From an optimization exercise on the open Yosys and OpenROAD flow, aimed at small area; shortcuts taken in it are not production practice.
Where RTL was checked, it was by simulation tests only, not by an equivalence proof against the original.
Power is estimated from default activity; no workload was simulated.

run a:
Design audio_noise_gate_with_hold, start of the top module:
module audio_noise_gate_with_hold #(
  parameter int SAMPLE_BITS = ngate_pkg::SampleBitsDef,
  parameter int COEF_BITS   = ngate_pkg::CoefBitsDef,
  parameter int HOLD_BITS   = ngate_pkg::HoldBitsDef,
  parameter int CFG_BITS    = (SAMPLE_BITS > COEF_BITS)
                              ? ((SAMPLE_BITS > HOLD_BITS) ? SAMPLE_BITS : HOLD_BITS)
                              : ((COEF_BITS > HOLD_BITS) ? COEF_BITS : HOLD_BITS)
) (
  input  wire logic                             clk_i,
  input  wire logic                             rst_ni,
  input  wire logic                             cfg_we_i,
  input  wire logic [ngate_pkg::CfgIdxBits-1:0] cfg_idx_i,
  input  wire logic [CFG_BITS-1:0]              cfg_data_i,
  input  wire logic                             in_valid_i,
  output      logic                             in_ready_o,
  input  wire logic signed [SAMPLE_BITS-1:0]    in_sample_i,
  output      logic                             out_valid_o,
  input  wire logic                             out_ready_i,
  output      logic signed [SAMPLE_BITS-1:0]    out_sample_o,
  output      logic [COEF_BITS:0]               out_gain_o,
  output      logic                             out_gate_open_o
);
clock: 12.0 ns
lec_check: 0
abc_area: 1
cap_margin: 20
core_margin: 2
core_utilization: 70
cts_buf_list: sky130_fd_sc_hd__clkbuf_16
cts_cluster_diameter: 100
cts_cluster_size: 30
slew_margin: 20
run.sh (not shown) runs the stock make flow with config.mk's settings and CLKGATE_MAP_FILE= SYNTH_SCRIPT=/design/flow/synth_recipe.tcl, a recipe that flattens the netlist after the stock synthesis.
The flow completed for run a, but it is not clean: the layout still shows negative setup slack.
What run b does differently from run a at the input level:
-- flow/config.mk --
<<< run a, line 11
export CORE_UTILIZATION = 70
export CTS_BUF_LIST = sky130_fd_sc_hd__clkbuf_16
export CTS_CLUSTER_DIAMETER = 100
export CTS_CLUSTER_SIZE = 30
export SLEW_MARGIN = 20
>>> run b, line 11
export CORE_UTILIZATION = 70
export CTS_BUF_LIST = sky130_fd_sc_hd__clkbuf_8
export CTS_CLUSTER_DIAMETER = 60
export CTS_CLUSTER_SIZE = 16
export SLEW_MARGIN = 20
--- outcome ---
- No crash in run b: every stage finished, but the layout fails its final checks due to negative setup slack.
- Between run a and run b, setup slack after layout is lower for run a, run b comes in above that.
- Looking at logic depth of the worst path, buffers included, run b sits 4 above run a.
- Going from run a to run b, the final clock period utilization by the worst path was found to have gone down by 1.9 points.
- Summary — worst reg-to-reg setup slack, run b relative to run a: higher, by 0.22 ns.
- STATUS power: run b wins against run a
No functional check of the RTL was part of any run of this note.

---

job 3353:
Another version of the RTL of audio_noise_gate_with_hold (not shown whole).
For scale: ~870 cells after synthesis, roughly 12000 sq um of cells after synthesis.
## audio_noise_gate_with_hold
module audio_noise_gate_with_hold #(
  parameter int SAMPLE_BITS = ngate_pkg::SampleBitsDef,
  parameter int COEF_BITS   = ngate_pkg::CoefBitsDef,
  parameter int HOLD_BITS   = ngate_pkg::HoldBitsDef,
  parameter int CFG_BITS    = (SAMPLE_BITS > COEF_BITS)
                              ? ((SAMPLE_BITS > HOLD_BITS) ? SAMPLE_BITS : HOLD_BITS)
                              : ((COEF_BITS > HOLD_BITS) ? COEF_BITS : HOLD_BITS)
) (
  input  wire logic                             clk_i,
  input  wire logic                             rst_ni,
  input  wire logic                             cfg_we_i,
  input  wire logic [ngate_pkg::CfgIdxBits-1:0] cfg_idx_i,
  input  wire logic [CFG_BITS-1:0]              cfg_data_i,
  input  wire logic                             in_valid_i,
  output      logic                             in_ready_o,
  input  wire logic signed [SAMPLE_BITS-1:0]    in_sample_i,
  output      logic                             out_valid_o,
  input  wire logic                             out_ready_i,
  output      logic signed [SAMPLE_BITS-1:0]    out_sample_o,
  output      logic [COEF_BITS:0]               out_gain_o,
  output      logic                             out_gate_open_o
);
Settings: LEC_CHECK=0, CAP_MARGIN=10, CORE_MARGIN=2, CORE_UTILIZATION=78, CTS_BUF_LIST=sky130_fd_sc_hd__clkbuf_8, CTS_CLUSTER_DIAMETER=60, CTS_CLUSTER_SIZE=14, SETUP_SLACK_MARGIN=0.15, SLEW_MARGIN=10; clock period 12.0 ns.
standard.sh (not shown) runs the stock make flow with config.mk's settings and CLKGATE_MAP_FILE= SYNTH_SCRIPT=/design/flow/synth_recipe.tcl, a recipe that flattens the netlist after the stock synthesis.
==> flow/flow/run.sh <==
#!/bin/bash
# Layout flow: the standard ORFS flow (standard synthesis unchanged), with
# the port buffers made of the smallest buffer cell instead of the default
# choice. Every input and output port still gets its own buffer.
set -euo pipefail
bash standard.sh BUFFER_PORTS_ARGS="-buffer_cell sky130_fd_sc_hd__buf_1" finish > orfs_flow.log 2>&1
The inputs of job 1262 differ from those of job 3353 as listed below.
- CORE_UTILIZATION: 78 -> 75
- ABC_AREA: unset -> 1
- SETUP_SLACK_MARGIN: 0.15 -> 0.2
### Flow results
- Delta (job 1262 minus job 3353): global-route usage saw a decrease; post-route clock period utilization saw a decrease; non-clock buffer count in the final layout moved up.
- Number of clock buffers in the layout: lower on job 3353
- Job 1262 vs job 3353: global-route wire length before repair up by a few percent
- Net switching power figure, job 1262 vs job 3353: up by a few percent
- STATUS total routed wirelength: job 1262 loses against job 3353
- Job 1262 vs job 3353 — hold slack rose 4.4 ps.
diff inputs: job 1262 => job 1440
- a deleted ABC_AREA that had been 1
Findings:
- When job 1440 is set beside job 1262, its total number of vias turns out to be about 13% smaller.
- Diff job 1262 -> job 1440: clock buffer count went down by 1, vertical die dimension saw a decrease, clock skew did not really move, final design instance area without fill went down.
- Job 1440 ends up with a proportion of power drawn by the clock network that is 0.6 points lower than in job 1262.
Changes in job 9390 relative to job 1440:
- changing CTS_CLUSTER_DIAMETER from 60 to 70
- changing CTS_CLUSTER_SIZE from 14 to 18
### Flow results
Of job 1440 and job 9390, the higher register-to-register slack belongs to job 1440.
Between job 9390 and job 1440, the data-path buffer share of cell area in the final layout figures differ only marginally.
Job 9390 vs. job 1440: share of cell area taken by multi-input logic gates barely changed, cell area saw a decrease, met3 track utilization from global routing decreased by 0.21 points relative to the old numbers, share of power burned in the clock network has decreased, worst setup slack after layout decreased by 83 ps relative to the old numbers.
Worst hold slack down 8.5 ps in job 9390 wrt job 1440

[port drivers added, routing unchanged]
Ports are ideal in the flow. The routed layouts listed here were re-timed in OpenROAD. Step 1 assumes that a clkbuf_16 drives the clock port and a buf_2 every other input. Step 2, shift: input delay + t, output delay - t, t = (earliest + latest rising clock arrival at the registers) / 2. This alone moves slack from input paths to output paths. a / b / c = no drivers / after step 1 / after step 2; a / b = the first two.
run	shift t [ns]	slack for setup (ns)	hold WS [ns]	cell pins on the clock port's net
run a	0.537	-0.234 / -0.234 / -0.234	0.495 / 0.495 / 0.495	1
run b	0.603	-0.010 / -0.010 / -0.010	0.490 / 0.490 / 0.490	1
job 3353	0.586	0.199 / 0.199 / 0.199	0.581 / 0.581 / 0.581	1
job 1262	0.595	0.490 / 0.490 / 0.490	0.586 / 0.586 / 0.586	1
job 1440	0.585	0.326 / 0.326 / 0.326	0.605 / 0.605 / 0.605	1
job 9390	0.568	0.243 / 0.243 / 0.243	0.597 / 0.597 / 0.597	1
